This design comes from an exercise in tuning for small area, a short achievable clock period and few clock cycles per item on the open sky130 flow, not from production work.
Function was not checked in any run shown here: the RTL went through the layout flow alone.

### flow/config.mk
export PLATFORM = sky130hd
export DESIGN_NAME = ordered_dither_spiral_screen_unit
export DESIGN_NICKNAME = ordered_dither_spiral_screen_unit
export VERILOG_FILES = /design/flow/design.v
export SDC_FILE = /design/flow/constraint.sdc
export NUM_CORES = 4
export LEC_CHECK = 0
export ABC_AREA = 1
export CAP_MARGIN = 20
export CORE_MARGIN = 2
export CORE_UTILIZATION = 55
export PLACE_DENSITY = 0.7
export SLEW_MARGIN = 20
### flow/constraint.sdc
create_clock -name core_clock -period 10.0 [get_ports {i_clk}]
set_input_delay 2.0000 -clock core_clock [delete_from_list [all_inputs] [get_ports {i_clk}]]
set_output_delay 2.0000 -clock core_clock [all_outputs]
set_load 0.01 [all_outputs]
### flow/design.v
package odss_pkg;
    localparam int SIDE_W = 5;                           
    localparam int IN_W   = 48;                          
    localparam int OUT_W  = 24;                          
    localparam logic [4:0] SIDE_RESET = 5'd4;              
    localparam logic [1535:0] T_WTS = 1536'h84210000000084210000000084210000000084210000000084210000000084210000000084210000000084210000000084210000000084210000000084210000000084210000000084210000000084210000000084210000000084218421842184214284284284217a59bc638421848484848421216379a58421842684268421578421578421000000000421421421421421242424242421342134213421000000000021212121212121000000000001000000000000000000000000;
    function automatic logic [47:0] f_wts(input logic [4:0] n);
        f_wts = T_WTS[48*n +: 48];
    endfunction
    localparam logic [287:0] T_SCALE = 288'h80c06030180c06030180c06030180c0603017131554913d194a441190943411050140402;
    function automatic logic [8:0] f_scale(input logic [4:0] n);
        f_scale = T_SCALE[9*n +: 9];
    endfunction
    localparam logic [319:0] T_SCALE3 = 320'hc0f03c0f03c0f03c0f03c0f03c0f03c0f03c0f03a9a4f7f9b35b92f3d8c32586f138330780f01806;
    function automatic logic [9:0] f_scale3(input logic [4:0] n);
        f_scale3 = T_SCALE3[10*n +: 10];
    endfunction
    localparam logic [255:0] T_HALF = 256'h80808080808080808080808080808080716255483d32292019120d0805020101;
    function automatic logic [7:0] f_half(input logic [4:0] n);
        f_half = T_HALF[8*n +: 8];
    endfunction
    localparam logic [2047:0] T_KIDX = 2048'he1e0dfdedddcdbdad9d8d7d6d5d4d3d2e2a9a8a7a6a5a4a3a2a1a09f9e9d9cd1e3aa797877767574737271706f6e9bd0e4ab7a51504f4e4d4c4b4a49486d9acfe5ac7b5231302f2e2d2c2b2a476c99cee6ad7c533219181716151429466b98cde7ae7d54331a090807061328456a97cce8af7e55341b0a0100051227446996cbe9b07f56351c0b0203041126436895caeab18057361d0c0d0e0f1025426794c9ebb28158371e1f2021222324416693c8ecb3825938393a3b3c3d3e3f406592c7edb4835a5b5c5d5e5f606162636491c6eeb58485868788898a8b8c8d8e8f90c5efb6b7b8b9babbbcbdbebfc0c1c2c3c4f0f1f2f3f4f5f6f7f8f9fafbfcfdfeff;
    function automatic logic [7:0] f_kidx(input logic [7:0] ab);
        f_kidx = T_KIDX[8*ab +: 8];
    endfunction
endpackage
module odss_front #(
    parameter int QD = 4
) (
    input  logic        i_clk,
    input  logic        i_rst_n,
    input  logic        i_pix_in,
    output logic        o_s_tready,
    input  logic        i_pv,
    input  logic [3:0]  i_pd,
    output logic        o_m_tvalid,
    input  logic        i_m_tready,
    output logic [23:0] o_m_tdata,
    output logic [0:0]  o_m_tuser
);
    localparam int CW = $clog2(QD + 2);
    logic          r_rdy;
    logic [CW-1:0] r_cred;       
    logic [CW-1:0] w_cred;
    logic          r_ov;
    logic [3:0]    r_od;
    logic [3:0]    r_q [QD];
    logic [CW-1:0] r_qn;
    logic [CW-1:0] w_qn;         
    logic          w_pop;
    logic          w_load;
    assign w_pop  = r_ov && i_m_tready;
    assign w_load = !r_ov || i_m_tready;
    assign w_cred = r_cred + CW'(i_pix_in) - CW'(w_pop);
    assign w_qn   = (w_load && r_qn != '0) ? r_qn - CW'(1) : r_qn;
    always_ff @(posedge i_clk) begin
        if (!i_rst_n) begin
            r_cred <= '0;
            r_rdy  <= 1'b1;
            r_ov   <= 1'b0;
            r_qn   <= '0;
        end else begin
            r_cred <= w_cred;
            r_rdy  <= (w_cred != CW'(QD + 1));
            if (w_load) begin
                r_ov <= (r_qn != '0) || i_pv;
            end
            r_qn <= w_qn + CW'(i_pv && !(w_load && r_qn == '0));
        end
    end
    always_ff @(posedge i_clk) begin
        if (w_load) begin
            r_od <= (r_qn != '0) ? r_q[0] : i_pd;
        end
        for (int i = 0; i < QD; i++) begin
            if (w_load && r_qn != '0) begin
                if (CW'(i) + CW'(1) < r_qn) begin
                    r_q[i] <= (i + 1 < QD) ? r_q[(i + 1) % QD] : i_pd;
                end else if (CW'(i) + CW'(1) == r_qn) begin
                    r_q[i] <= i_pd;
                end
            end else if (!w_load && CW'(i) == r_qn) begin
                r_q[i] <= i_pd;
            end
        end
    end
    assign o_s_tready = r_rdy;
    assign o_m_tvalid = r_ov;
    assign o_m_tdata  = {{8{r_od[2]}}, {8{r_od[1]}}, {8{r_od[0]}}};
    assign o_m_tuser  = r_od[3];
endmodule
module odss_back (
    input  logic        i_clk,
    input  logic        i_rst_n,
    input  logic [4:0]  i_cfg,      
    input  logic        i_beat,
    input  logic        i_mode,
    input  logic [47:0] i_data,
    output logic        o_pv,
    output logic [3:0]  o_pd        
);
    function automatic logic [6:0] f_wsum(input logic [11:0] x,
                                          input logic [47:0] wts);
        logic [6:0] s;
        s = '0;
        for (int i = 0; i < 12; i++) begin
            s = s + (x[i] ? {3'd0, wts[4*i +: 4]} : 7'd0);
        end
        f_wsum = s;
    endfunction
    function automatic logic [6:0] f_rsub(input logic [6:0] s,
                                          input logic [4:0] n,
                                          input int         k);
        logic [7:0] d;
        d = {1'b0, s >> k} - {3'b0, n};
        f_rsub = d[7] ? s : 7'((d[6:0] << k) | (s & 7'((1 << k) - 1)));
    endfunction
    function automatic logic f_lt(input logic [6:0] a, input logic [6:0] b);
        logic l;
        l = 1'b0;
        for (int i = 0; i < 7; i++) begin
            l = (~a[i] & b[i]) | ((~a[i] | b[i]) & l);
        end
        f_lt = l;
    endfunction
    function automatic logic f_lt8(input logic [7:0] a, input logic [7:0] b);
        logic l;
        l = 1'b0;
        for (int i = 0; i < 8; i++) begin
            l = (~a[i] & b[i]) | ((~a[i] | b[i]) & l);
        end
        f_lt8 = l;
    endfunction
    logic        r1_v, r1_pix;
    logic [11:0] r1_x, r1_y;
    logic [7:0]  r1_c [3];
    logic [4:0]  r_sn;
    logic [8:0]  r_s1;           
    logic [9:0]  r_s3;           
    logic [47:0] r_wts;          
    logic        r_sb;
    logic        r2_v, r2_b;
    logic [4:0]  r2_n;
    logic [6:0]  r2_sx, r2_sy;
    logic [7:0]  r2_ph [3];
    logic [2:0]  r2_e;
    logic        r3_v, r3_b;
    logic [4:0]  r3_n;
    logic [7:0]  r3_m;           
    logic [7:0]  r3_t [3];
    logic [47:0] w_wts;
    logic [9:0]  w_m [4];
    logic [15:0] w_p [3];
    logic [15:0] w_pp [3][4];
    logic [6:0]  w_sx3, w_sy3;
    logic [4:0]  w_sn_nx;
    logic [4:0]  w_nm1;
    logic [3:0]  w_kx0, w_kx1, w_ky0, w_ky1;
    logic        w_gx, w_gy;
    logic [7:0]  w_ab;
    logic [7:0]  w_k;
    logic [7:0]  w_half;
    logic        w_u;
    logic [7:0]  w_hb [3];
    always_ff @(posedge i_clk) begin
        if (!i_rst_n) begin
            r1_v <= 1'b0;
            r2_v <= 1'b0;
            r3_v <= 1'b0;
            r_sb <= 1'b0;
        end else begin
            r1_v <= i_beat;
            r2_v <= r1_v && r1_pix;
            r3_v <= r2_v;
            if (r1_v && !r1_pix) begin
                r_sb <= 1'b1;
            end
        end
    end
    always_ff @(posedge i_clk) begin
        if (r1_v && !r1_pix) begin
            r_sn <= i_cfg;
        end
    end
    assign w_sn_nx = (r1_v && !r1_pix) ? i_cfg : r_sn;
    always_ff @(posedge i_clk) begin
        r_s1  <= odss_pkg::f_scale(w_sn_nx);
        r_s3  <= odss_pkg::f_scale3(w_sn_nx);
        r_wts <= odss_pkg::f_wts(w_sn_nx);
    end
    always_ff @(posedge i_clk) begin
        r1_pix  <= i_mode;
        r1_x    <= i_data[11:0];
        r1_y    <= i_data[23:12];
        r1_c[0] <= i_data[31:24];
        r1_c[1] <= i_data[39:32];
        r1_c[2] <= i_data[47:40];
    end
    assign w_wts   = r_wts;
    assign w_m[0]  = '0;
    assign w_m[1]  = {1'b0, r_s1};
    assign w_m[2]  = {r_s1, 1'b0};
    assign w_m[3]  = r_s3;
    always_comb begin
        for (int j = 0; j < 3; j++) begin
            for (int i = 0; i < 4; i++) begin
                w_pp[j][i] = 16'(w_m[r1_c[j][2*i +: 2]]) << (2 * i);
            end
            w_p[j] = w_pp[j][0] + w_pp[j][1] + w_pp[j][2] + w_pp[j][3];
        end
    end
    always_ff @(posedge i_clk) begin
        r2_b  <= r_sb;
        r2_n  <= r_sn;
        r2_sx <= f_wsum(r1_x, w_wts);
        r2_sy <= f_wsum(r1_y, w_wts);
        for (int j = 0; j < 3; j++) begin
            r2_ph[j] <= w_p[j][15:8];
            r2_e[j]  <= (r1_c[j] == 8'd128) && r_sn[0];
        end
    end
    assign w_sx3 = f_rsub(f_rsub(r2_sx, r2_n, 2), r2_n, 1);
    assign w_sy3 = f_rsub(f_rsub(r2_sy, r2_n, 2), r2_n, 1);
    assign w_nm1 = r2_n - 5'd1;
    assign w_kx0 = r2_n[4:1] + 4'd8;                  
    assign w_kx1 = r2_n[3:0] + r2_n[4:1] + 4'd8;      
    assign w_ky0 = w_nm1[4:1] + 4'd9;                 
    assign w_ky1 = r2_n[3:0] + w_nm1[4:1] + 4'd9;     
    assign w_gx  = !f_lt(w_sx3, {2'b0, r2_n});
    assign w_gy  = !f_lt(w_sy3, {2'b0, r2_n});
    assign w_ab  = {w_sx3[3:0] - (w_gx ? w_kx1 : w_kx0),
                    w_sy3[3:0] - (w_gy ? w_ky1 : w_ky0)};
    always_ff @(posedge i_clk) begin
        r3_b  <= r2_b;
        r3_n  <= r2_n;
        r3_m  <= w_ab;
        for (int j = 0; j < 3; j++) begin
            r3_t[j] <= r2_ph[j] - 8'(r2_e[j]);
        end
    end
    assign w_k   = odss_pkg::f_kidx(r3_m);
    assign w_half = odss_pkg::f_half(r3_n);
    assign w_u    = f_lt8(w_k, w_half);
    assign o_pv = r3_v;
    always_comb begin
        o_pd[3] = r3_b;
        for (int j = 0; j < 3; j++) begin
            w_hb[j] = w_half + {1'b0, r3_t[j][7:1]};
            o_pd[j] = r3_b && (f_lt8(w_k, {1'b0, r3_t[j][7:1]})
                               || (r3_t[j][0] && w_k == {1'b0, r3_t[j][7:1]})
                               || (!w_u && f_lt8(w_k, w_hb[j])));
        end
    end
endmodule
module ordered_dither_spiral_screen_unit (
    input  logic                          i_clk,
    input  logic                          i_rst_n,
    input  logic                          i_cfg_valid,
    output logic                          o_cfg_ready,
    input  logic [odss_pkg::SIDE_W-1:0]   i_cfg_data,     
    input  logic                          s_axis_tvalid,
    output logic                          s_axis_tready,
    input  logic [odss_pkg::IN_W-1:0]     s_axis_tdata,
    input  logic [0:0]                    s_axis_tuser,   
    output logic                          m_axis_tvalid,
    input  logic                          m_axis_tready,
    output logic [odss_pkg::OUT_W-1:0]    m_axis_tdata,
    output logic [0:0]                    m_axis_tuser    
);
    logic [4:0] r_cfg;           
    logic       w_beat;
    logic       w_pix_in;
    logic       w_pv;
    logic [3:0] w_pd;
    assign o_cfg_ready = 1'b1;
    always_ff @(posedge i_clk) begin
        if (!i_rst_n) begin
            r_cfg <= odss_pkg::SIDE_RESET;
        end else if (i_cfg_valid) begin
            if (i_cfg_data == '0) begin
                r_cfg <= 5'd1;
            end else if (i_cfg_data > 5'd16) begin
                r_cfg <= 5'd16;
            end else begin
                r_cfg <= i_cfg_data;
            end
        end
    end
    assign w_beat   = s_axis_tvalid && s_axis_tready;
    assign w_pix_in = w_beat && s_axis_tuser[0];
    odss_back u_back (
        .i_clk    (i_clk),
        .i_rst_n  (i_rst_n),
        .i_cfg    (r_cfg),
        .i_beat   (w_beat),
        .i_mode   (s_axis_tuser[0]),
        .i_data   (s_axis_tdata),
        .o_pv     (w_pv),
        .o_pd     (w_pd)
    );
    odss_front #(.QD(4)) u_out (
        .i_clk      (i_clk),
        .i_rst_n    (i_rst_n),
        .i_pix_in   (w_pix_in),
        .o_s_tready (s_axis_tready),
        .i_pv       (w_pv),
        .i_pd       (w_pd),
        .o_m_tvalid (m_axis_tvalid),
        .i_m_tready (m_axis_tready),
        .o_m_tdata  (m_axis_tdata),
        .o_m_tuser  (m_axis_tuser)
    );
endmodule
### flow/flow/run.sh
#!/bin/bash
set -euo pipefail
bash standard.sh SETUP_SLACK_MARGIN=6.0 \
    "BUFFER_PORTS_ARGS=-buffer_cell sky130_fd_sc_hd__buf_1" \
    "CTS_ARGS=-sink_clustering_enable -repair_clock_nets -dont_use_dummy_load -buf_list sky130_fd_sc_hd__clkbuf_8 -sink_clustering_size 25 -sink_clustering_max_diameter 50" \
    finish > layout.log 2>&1
### flow/standard.sh
#!/bin/bash
# synth_recipe.tcl (not shown) runs the flow's synth.tcl, then flattens the netlist and writes it again
# the make line also repeats each setting of config.mk as NAME=value (left out here)
make -C /OpenROAD-flow-scripts/flow DESIGN_CONFIG=/design/flow/config.mk WORK_HOME=/design/flow/orfs CLKGATE_MAP_FILE= SYNTH_SCRIPT=/design/flow/synth_recipe.tcl "${@:-finish}"
==> results of run 1 <==
[path summary, 6_finish.rpt]
check,start,end,slack [ps],cells past startpoint
hold / removal,u_back.r2_b$_DFF_P_,u_back.r3_b$_DFF_P_,350,0
hold reg to reg,u_back.r2_b$_DFF_P_,u_back.r3_b$_DFF_P_,350,0
setup / recovery,u_back.r_wts[26]$_SDFF_PP0_,u_back.r2_sy[6]$_DFF_P_,5950,15
setup reg to reg,u_back.r_wts[26]$_SDFF_PP0_,u_back.r2_sy[6]$_DFF_P_,5950,15
[metrics by stage]
step	hold WS, ps	setup WS (ps)	instances	area [µm²]
after global routing	368	5810	3145	21800
after CTS	350	5900	3104	20700
after detailed placement	333	5290	3017	19400
after floorplan	310	5990	2546	18900
final	346	5950	3145	21800
after global placement	313	5450	3017	19400
[flip-flops by register name, indices dropped and copies added (netlist names), 3 cells and up]
| signal | cells |
|---|---|
| u_back.r_wts | 34 |
| u_back.r3_m | 8 |
| u_back.r1_c | 24 |
| u_back.r2_sy | 7 |
| u_back.r_sn | 4 |
| u_back.r1_y | 12 |
| u_out.r_od | 4 |
| u_back.r2_sx | 7 |
| u_out.r_cred | 3 |
| u_back.r_s3 | 9 |
| u_back.r2_n | 5 |
| u_back.r2_e | 3 |
| u_out.r_q | 16 |
| u_out.r_qn | 3 |
| u_back.r3_t | 24 |
| r_cfg | 5 |
| u_back.r2_ph | 24 |
| u_back.r_s1 | 8 |
| u_back.r1_x | 12 |
| u_back.r3_n | 5 |
[layout make-up]
cell class                      instances  area (µm²)
Fill cell                            2982       11900
Inverter                              481        1890
Timing Repair Buffer                  187        1130
Clock buffer                           29         399
Multi-Input combinational cell       1774       13000
Sequential cell                       226        4830
Tap cell                              448         561
[cells by family after synthesis]
kind of cell | synth area share
other | 0.000199
buffers and inverters | 0.116
AO/OA/AOI/OAI | 0.123
flip-flops | 0.250
adder cells (fa/ha/maj) | 0.237
AND/OR/NAND/NOR | 0.223
XOR/XNOR | 0.0510
[placed cells by master, fill, tap and decap left out, types with 11 or more instances in the layout]
cell type	Yosys	final
o21ai_1	10	17
ha_4	0	22
dfxtp_1	206	163
xnor2_1	45	41
buf_1	1	85
nor3_1	16	15
o21ai_2	2	12
o211ai_1	12	12
a21oi_1	125	105
buf_4	24	93
nor2_4	0	15
clkinvlp_4	0	11
nand3_1	129	115
nor2_1	157	141
nand2_1	580	521
nand4_1	17	17
dfxtp_4	0	22
o21bai_1	12	12
nand2_4	5	20
ha_1	221	190
edfxtp_1	20	20
clkbuf_8	0	29
nand3b_1	13	13
o22ai_1	46	46
dfxtp_2	0	21
o21ai_0	76	57
nand2_2	24	68
nand3_2	14	25
a31oi_1	12	11
o221ai_1	53	46
inv_1	462	421
inv_2	8	30
a21oi_2	0	13
xor2_1	63	61
fa_1	85	79
[layer usage]
metal | global-route usage | share of wire
met1 | 0.358 | 0.42
met4 | 0.112 | 0.043
met5 | 0 | 0
met3 | 0.0276 | 0.061
met2 | 0.485 | 0.48
[timing repair]
action,in CTS,in global routing
pin swaps,41,128
endpoints found under the setup margin,48,48
setup buffers,58,41
gates resized for setup,163,204
==> results.cfg, run 1 <==
[status]
status = timing/DRC/antenna clean

[yosys]
synth-seq-area-share = 0.250
synth.area.top_cells = dfxtp_1 (22%), ha_1 (15%), nand2_1 (12%)
avgSynthCellArea_um2 = 7.41
synthTopCellsByCount = nand2_1 (580), inv_1 (462), ha_1 (221)
yosys_warnings = 11
async_flop_share = 0
syn_inst = 2546
syn_nets = 2911
synth-edff-count = 20
post-synth-top-area-cell = dfxtp_1
post-synth-top-count-cell = nand2_1
synth_area_um2 = 18900
synth_top_cell_area_share = 0.218
ys_types = 53
synth_flop_cell = dfxtp_1
ys_ff_latch = 226

[cells_and_area]
nets = 3064
synthToLayoutAreaGrowth_pct = 15.6
n_antenna_cell = 0
drive_above_1_share = 0.174
fin_util = 0.648

[drt]
vias = 17200
drt-pass1-iter-count = 6
post_drt_wl_per_cell_um = 16.4
vias_per_cell = 5.47
drc = 0
routed_wl_um = 51700
ant_nets = 0
drt_iter0_drc = 1287

[worst_setup_path]
worstPathCellList = buf_6 -> nand2_4 -> fa_1 -> inv_1 -> fa_1 -> inv_2 -> fa_1 -> fa_1 -> inv_2 -> fa_1 -> ha_2 -> inv_2 -> fa_2 -> o21ai_2 -> xnor2_1
slowest_delay_ps = 510
crit_buf_inv = 5
cp-start-kind = register
critPathTopFamily = adder cells
worstSetupPathType = reg2reg
cp_max_fo = 2
cpMaxStageDelayCell = fa_1
timing.critical_path.mode_cell = fa_1
cp_data_arrival_time_ps = 4580
required_ps = 10530
worstSetupEndpointType = register

[cts]
cts_made_buffers = 29
clock-sinks = 226
cts-root-buf = clkbuf_8
path_clk_slew_ps = 70
htree_levels = 1
insertion_delay_ps = 620
cts_hold_buffers = 0
cts.path.max_buffers = 3
cts_tree = done

[global_route]
grt_max_degree = 38
gr-usage-all-layers = 0.280
antenna_found_initial = 0
grt-ovfl-total = 0
grt_pass1_wl_um = 81600
grt_pass1_vias = 16600

[floorplan]
die_area_um2 = 35800
die_w_um = 189
dieHeight_um = 189
io_pins = 87
initial_core_util = 0.560
core_um2 = 33700
rows = 67

[sta]
setup_viol_count_final = 0
timing.final.crit_period_ps = 4050
relSlewSlack = 0.443
fin_crit_sh = 0.405
rsz0062_at_grt = true
skew_ps = 65.7
slew_violations = 0
fmax_mhz = 247
tns_ps = 0
worstMarginPinSlew_ps = 826
hold_viol = 0

[run]
maxCapViolations = 0

[worst_hold_path]
hold_class = reg2reg

[placement]
port_buffers = 85
dp.final_hpwl_um = 37700
globalplace.congestion = 0.955
==> run 2, diff against run 1 <==
==> flow/flow/run.sh (replaced) <==
#!/bin/bash
set -euo pipefail
bash standard.sh SETUP_SLACK_MARGIN=5.6 \
    "BUFFER_PORTS_ARGS=-buffer_cell sky130_fd_sc_hd__buf_1" \
    "CTS_ARGS=-sink_clustering_enable -repair_clock_nets -dont_use_dummy_load -buf_list sky130_fd_sc_hd__clkbuf_8 -sink_clustering_size 25 -sink_clustering_max_diameter 50" \
    finish > layout.log 2>&1
==> run 2 against run 1 <==
  * Still clean
  * Critical path depth up 9
  * Design area down 5.9%
  * Area after synthesis unchanged
  * First-iteration DRC count down 9.0%
  * Synthesized cell count unchanged
  * Global-route usage down 0.90 points
  * Final cell count down 1.7%
  * Wire length down 5.0%
  * Worst hold slack worse by 39 ps
  * Flip-flop and latch count unchanged
==> results.cfg, run 2 <==
[cts]
cts-root-buf = clkbuf_8
cts_tree = done
htree_levels = 1
path_clk_slew_ps = 120
insertion_delay_ps = 630
cts_made_buffers = 26
cts.path.max_buffers = 3
clock-sinks = 226

[placement]
port_buffers = 85
dp.final_hpwl_um = 37800
globalplace.congestion = 0.975

[yosys]
avgSynthCellArea_um2 = 7.41
post-synth-top-area-cell = dfxtp_1
syn_inst = 2546
synth_area_um2 = 18900
synth.area.top_cells = dfxtp_1 (22%), ha_1 (15%), nand2_1 (12%)
ys_types = 53
synthTopCellsByCount = nand2_1 (580), inv_1 (462), ha_1 (221)
synth-seq-area-share = 0.250
synth-edff-count = 20
post-synth-top-count-cell = nand2_1
async_flop_share = 0
synth_top_cell_area_share = 0.218
ys_ff_latch = 226
syn_nets = 2911
synth_flop_cell = dfxtp_1
yosys_warnings = 11

[sta]
skew_ps = 97.2
timing.final.crit_period_ps = 4260
holdWs_ps = 306
worstMarginPinSlew_ps = 793
setup_viol_count_final = 0
tns_ps = 0
rsz0062_at_grt = true
hold_viol = 0
fin_crit_sh = 0.426
fmax_mhz = 235
slew_violations = 0
relSlewSlack = 0.468

[cells_and_area]
mostFrequentLayoutCell = nand2_1
largest-register = u_back.r_wts
synthToLayoutAreaGrowth_pct = 8.80
n_antenna_cell = 0
largest_register_ffs = 34
drive_above_1_share = 0.0904
fillers = 3157
nets = 3011
layout_common_cells = nand2_1 (574), inv_1 (450), ha_1 (210), dfxtp_1 (184), nor2_1 (147)

[worst_setup_path]
cp_max_fo = 6
worstSetupPathType = reg2reg
crit_start = u_back.r_s3[0]$_SDFF_PP1_
r2r_start = u_back.r_s3[0]$_SDFF_PP1_
reg2reg_to = u_back.r2_ph[2][7]$_DFF_P_
cp_data_arrival_time_ps = 4770
r2r.worst_path.cells = 24
required_ps = 10510
worstSetupEndpointType = register
reg2reg_slack_ps = 5740
cp-start-kind = register

[run]
maxCapViolations = 0

[global_route]
grt_pass1_wl_um = 78800
grt_pass1_vias = 15900
grt_max_degree = 38
gr-usage-all-layers = 0.271
antenna_found_initial = 0
grt-ovfl-total = 0

[drt]
drc = 0
drt_iter0_drc = 1171
vias = 16600
vias_per_cell = 5.38
ant_nets = 0
drt-pass1-iter-count = 8
routed_wl_um = 49100
post_drt_wl_per_cell_um = 15.9

[floorplan]
io_pins = 87
dieHeight_um = 189
rows = 67
die_w_um = 189
die_area_um2 = 35800
initial_core_util = 0.560
core_um2 = 33700

[status]
status = timing/DRC/antenna clean

[worst_hold_path]
hp-start = u_back.r_sn[2]$_DFF_P_
hold_class = reg2reg
worstHoldPathCells = 0
holdPathEnd = u_back.r2_n[2]$_DFF_P_
==> run 2: metrics by stage <==
| step | cell area, µm² | util | setup slack, ps | std cells |
|---|---|---|---|---|
| 6_report | 20500 | 0.609 | 5740 | 3092 |
| 5_1_grt | 20500 | 0.609 | 5490 | 3092 |
| 4_1_cts | 19900 | 0.590 | 5580 | 3055 |
| 3_5_place_dp | 19400 | 0.576 | 5240 | 3019 |
| 3_3_place_gp | 19400 | 0.576 | 5360 | 3019 |
| 2_1_floorplan | 18900 | - | 5660 | 2546 |
==> run 2: worst max path at each step <==
| stage | end | slack (ps) | depth (start not counted) |
|---|---|---|---|
| after global routing | u_back.r2_ph[0][6]$_DFF_P_ | 5490 | 26 |
| after detailed placement | u_back.r3_m[2]$_DFF_P_ | 5240 | 28 |
| final | u_back.r2_ph[2][7]$_DFF_P_ | 5740 | 24 |
| after floorplan | u_back.r2_ph[0][6]$_DFF_P_ | 5660 | 26 |
| after CTS | u_back.r3_m[2]$_DFF_P_ | 5580 | 30 |
| after global placement | u_back.r2_ph[2][7]$_DFF_P_ | 5360 | 23 |
==> run 2: worst max-delay path, stage by stage (launching register included) <==
cell and delay (ps):
dfxtp_4 400, clkinvlp_4 90, buf_4 110, o221ai_1 120
ha_1 290, nand4_1 90, nand2_1 90, nand2_1 110
a21oi_2 180, nor2_1 90, o21bai_2 200, nand3_1 90
nand2_1 110, a21o_1 200, nand2_1 80, xor2_1 170
fa_1 550, inv_1 50, ha_2 320, a21oi_1 140
o21ai_0 100, a21oi_1 180, o21ai_2 100, a21oi_2 140
xnor2_1 120
==> run 2: timing repair <==
item	CTS	global route
pin swaps	1	16
buffers inserted	10	37
hold buffers	0	0
gates resized for setup	28	90
endpoints found under the setup margin	21	39
==> run 2: logic make-up after synthesis <==
| logic type | synth area share |
|---|---|
| buf+inv | 0.116 |
| other cells | 0.000199 |
| simple gates | 0.223 |
| fa+ha+maj | 0.237 |
| compound gates | 0.123 |
| flops | 0.250 |
| xor+xnor | 0.0510 |
==> run 2: cell type report <==
class                           count  area [µm²]  share of cell area
Inverter                          481        1860              0.0905
Clock buffer                       26         358              0.0174
Multi-Input combinational cell   1774       12300               0.598
Tap cell                          448         561              0.0273
Sequential cell                   226        4770               0.232
Timing Repair Buffer              137         709              0.0345
==> run 2: per-layer routing <==
metal / track usage / vias to the layer above / routed length (µm)
met5: 0 / - / 0
met4: 0.0972 / 0 / 1500
met3: 0.0334 / 114 / 2990
met2: 0.460 / 593 / 23300
met1: 0.354 / 7565 / 21300
li1: - / 8350 / -
==> run 3, diff against run 2 <==
==> flow/flow/run.sh (replaced) <==
#!/bin/bash
set -euo pipefail
bash standard.sh SETUP_SLACK_MARGIN=5.8 \
    "BUFFER_PORTS_ARGS=-buffer_cell sky130_fd_sc_hd__buf_1" \
    "CTS_ARGS=-sink_clustering_enable -repair_clock_nets -dont_use_dummy_load -buf_list sky130_fd_sc_hd__clkbuf_8 -sink_clustering_size 25 -sink_clustering_max_diameter 50" \
    finish > layout.log 2>&1
==> run 3 against run 2 <==
  * Fmax increased by 2.5%
  * Global-route usage increased by 0.35 points
  * Via count is 2.2% higher
  * Critical path depth is 10 lower
  * Flip-flop and latch count unchanged
==> results.cfg, run 3 <==
[cells_and_area]
n_antenna_cell = 0
largest-register = u_back.r_wts
layout.area.seq_um2 = 4810
fillers = 3063
drive_above_1_share = 0.134
layout_common_cells = nand2_1 (552), inv_1 (431), ha_1 (203), dfxtp_1 (170), nor2_1 (143)
largest_register_ffs = 34
multiInputGateArea_um2 = 12600
nets = 3041
layoutNonFillerInstCount = 3122
synthToLayoutAreaGrowth_pct = 11.9
mostFrequentLayoutCell = nand2_1

[floorplan]
die_w_um = 189
initial_core_util = 0.560
core_um2 = 33700
rows = 67
dieHeight_um = 189
die_area_um2 = 35800
io_pins = 87

[worst_hold_path]
holdPathEnd = u_back.r3_b$_DFF_P_
worstHoldPathCells = 0
hp-start = u_back.r2_b$_DFF_P_
hold_class = reg2reg

[yosys]
syn_nets = 2911
avgSynthCellArea_um2 = 7.41
syn_inst = 2546
synth.area.top_cells = dfxtp_1 (22%), ha_1 (15%), nand2_1 (12%)
ys_types = 53
synth-edff-count = 20
ys_ff_latch = 226
synth_top_cell_area_share = 0.218
synth-seq-area-share = 0.250
synth_area_um2 = 18900
yosys_warnings = 11
post-synth-top-count-cell = nand2_1
synthTopCellsByCount = nand2_1 (580), inv_1 (462), ha_1 (221)
post-synth-top-area-cell = dfxtp_1
synth_flop_cell = dfxtp_1
async_flop_share = 0

[global_route]
grt_pass1_wl_um = 80000
antenna_found_initial = 1
grt_pass1_vias = 16300
grt-ovfl-total = 0
gr-usage-all-layers = 0.274
grt_max_degree = 38

[placement]
dp.final_hpwl_um = 37700
place_inst = 3018
port_buffers = 85
globalplace.congestion = 0.976

[sta]
slew_violations = 0
fmax_mhz = 241
fin_crit_sh = 0.416
relSlewSlack = 0.454
timing.final.crit_period_ps = 4160
skew_ps = 59.4
hold_viol = 0
tns_ps = 0
setup_viol_count_final = 0
worstMarginPinSlew_ps = 815
rsz0062_at_grt = true

[drt]
vias_per_cell = 5.44
drt_iter0_drc = 1167
drt-pass1-iter-count = 7
drc = 0
post_drt_wl_per_cell_um = 16.0
routed_wl_um = 50000
vias = 17000
ant_nets = 0

[worst_setup_path]
cp_data_arrival_time_ps = 4660
r2r.worst_path.cells = 14
critPathTopFamily = adder cells
worstSetupPathType = reg2reg
cpMaxStageDelayCell = fa_1
cp-start-kind = register
cp_max_fo = 2
reg2reg_to = u_back.r2_sy[6]$_DFF_P_
r2r_start = u_back.r_wts[30]$_SDFF_PP0_
timing.critical_path.mode_cell = fa_1
slowest_delay_ps = 530
required_ps = 10510
worstPathCellList = nand2_1 -> fa_1 -> inv_2 -> fa_1 -> inv_2 -> fa_1 -> fa_1 -> inv_2 -> fa_1 -> ha_2 -> inv_2 -> fa_2 -> o21ai_2 -> xnor2_1
worstSetupEndpointType = register
crit_buf_inv = 4
reg2reg_slack_ps = 5840

[cts]
path_clk_slew_ps = 120
cts.path.max_buffers = 3
insertion_delay_ps = 620
cts_tree = done
cts_made_buffers = 26
clock-sinks = 226
htree_levels = 1
cts-root-buf = clkbuf_8

[status]
status = timing/DRC/antenna clean

[run]
maxCapViolations = 0
run 3: changes by cell type in the layout (fill, tap and decap cells not counted), sizes merged:
| cell | change |
|---|---|
| buf | +29 |
| bufinv | -1 |
| clkinv | +1 |
| clkinvlp | +5 |
| inv | -4 |
run 3: cells by family after synthesis:
kind of cell	share of synthesized area
simple gates	0.223
buf+inv	0.116
compound gates	0.123
fa+ha+maj	0.237
flops	0.250
xor+xnor	0.0510
other cells	0.000199
run 3: worst register-to-register path: cells and delay by family, from the launching register on:
| family | cells | cell delay, ps |
|---|---|---|
| AOI/OAI and AO/OA | 1 | 150 |
| xor gates and xnor gates | 1 | 140 |
| adders and majority gates | 7 | 3130 |
| buffers and inverters | 4 | 170 |
| DFF | 1 | 370 |
| and+or+nand+nor | 1 | 80 |
run 3: through the flow:
step / hold WS [ps] / area, µm² / setup slack, ps / utilization
5_1_grt: 344 / 21100 / 5660 / 0.627
3_5_place_dp: 312 / 19400 / 5260 / 0.576
6_report: 324 / 21100 / 5840 / 0.627
3_3_place_gp: 313 / 19400 / 5400 / 0.576
2_1_floorplan: 310 / 18900 / 5800 / -
4_1_cts: 326 / 20200 / 5780 / 0.599
run 3: final cells by class:
| cell class | count | share of cell area |
|---|---|---|
| Inverter | 481 | 0.0887 |
| Multi-Input combinational cell | 1774 | 0.596 |
| Tap cell | 448 | 0.0265 |
| Timing Repair inverter | 1 | 0.000237 |
| Clock buffer | 26 | 0.0169 |
| Timing Repair Buffer | 166 | 0.0439 |
| Sequential cell | 226 | 0.228 |
run 3: worst max-delay path by stage:
stage,endpoint,startpoint,cells past startpoint,slack (ps)
2_1_floorplan,u_back.r2_ph[0][6]$_DFF_P_,u_back.r_s1[2]$_SDFF_PP0_,26,5800
3_3_place_gp,u_back.r2_ph[0][6]$_DFF_P_,u_back.r_s1[1]$_SDFF_PP0_,24,5400
3_5_place_dp,u_back.r3_m[6]$_DFF_P_,u_back.r2_n[1]$_DFF_P_,24,5260
4_1_cts,u_back.r2_sy[6]$_DFF_P_,u_back.r_wts[26]$_SDFF_PP0_,14,5780
5_1_grt,u_back.r3_m[2]$_DFF_P_,u_back.r2_n[2]$_DFF_P_,30,5660
6_report,u_back.r2_sy[6]$_DFF_P_,u_back.r_wts[30]$_SDFF_PP0_,14,5840
run 3: repair_timing:
item | CTS | global route
setup endpoints to repair | 42 | 45
resized for setup | 88 | 152
hold buffers | 0 | 0
endpoints found under the hold margin | 0 | 0
pin swaps | 9 | 60
setup buffers | 27 | 50
gates cloned | 0 | 1
run 3: per-layer routing:
metal  global-route usage  wire length (µm)  vias to the layer above
met5                    0                 0                        -
met4                0.102              1830                        0
met3               0.0323              3200                      159
met2                0.472             23500                      653
met1                0.354             21400                     7761
li1                     -                 -                     8419

re-timing with driven ports:
Ports are ideal in the flow. The routed layouts listed here were re-timed in OpenROAD.
Step 1 (the two cells are an assumption about what drives the block):
set clk [get_ports {i_clk}]
set_driving_cell -lib_cell sky130_fd_sc_hd__clkbuf_16 $clk
set_driving_cell -lib_cell sky130_fd_sc_hd__buf_2 [delete_from_list [all_inputs] $clk]
Step 2 also shifts input and output timing later by t, the mid clock arrival at the registers, as if the neighbouring blocks saw the same clock.
Three values: no drivers, after step 1, after step 2; two values: the first two.
run	shift t [ns]	slack for setup (ns)	worst setup path after step 2
run 1	0.629	5.952 / 5.952 / 5.952	register to register
run 2	0.629	5.738 / 5.738 / 5.738	register to register
run 3	0.633	5.843 / 5.843 / 5.843	register to register
After both steps every run listed still meets setup and hold.
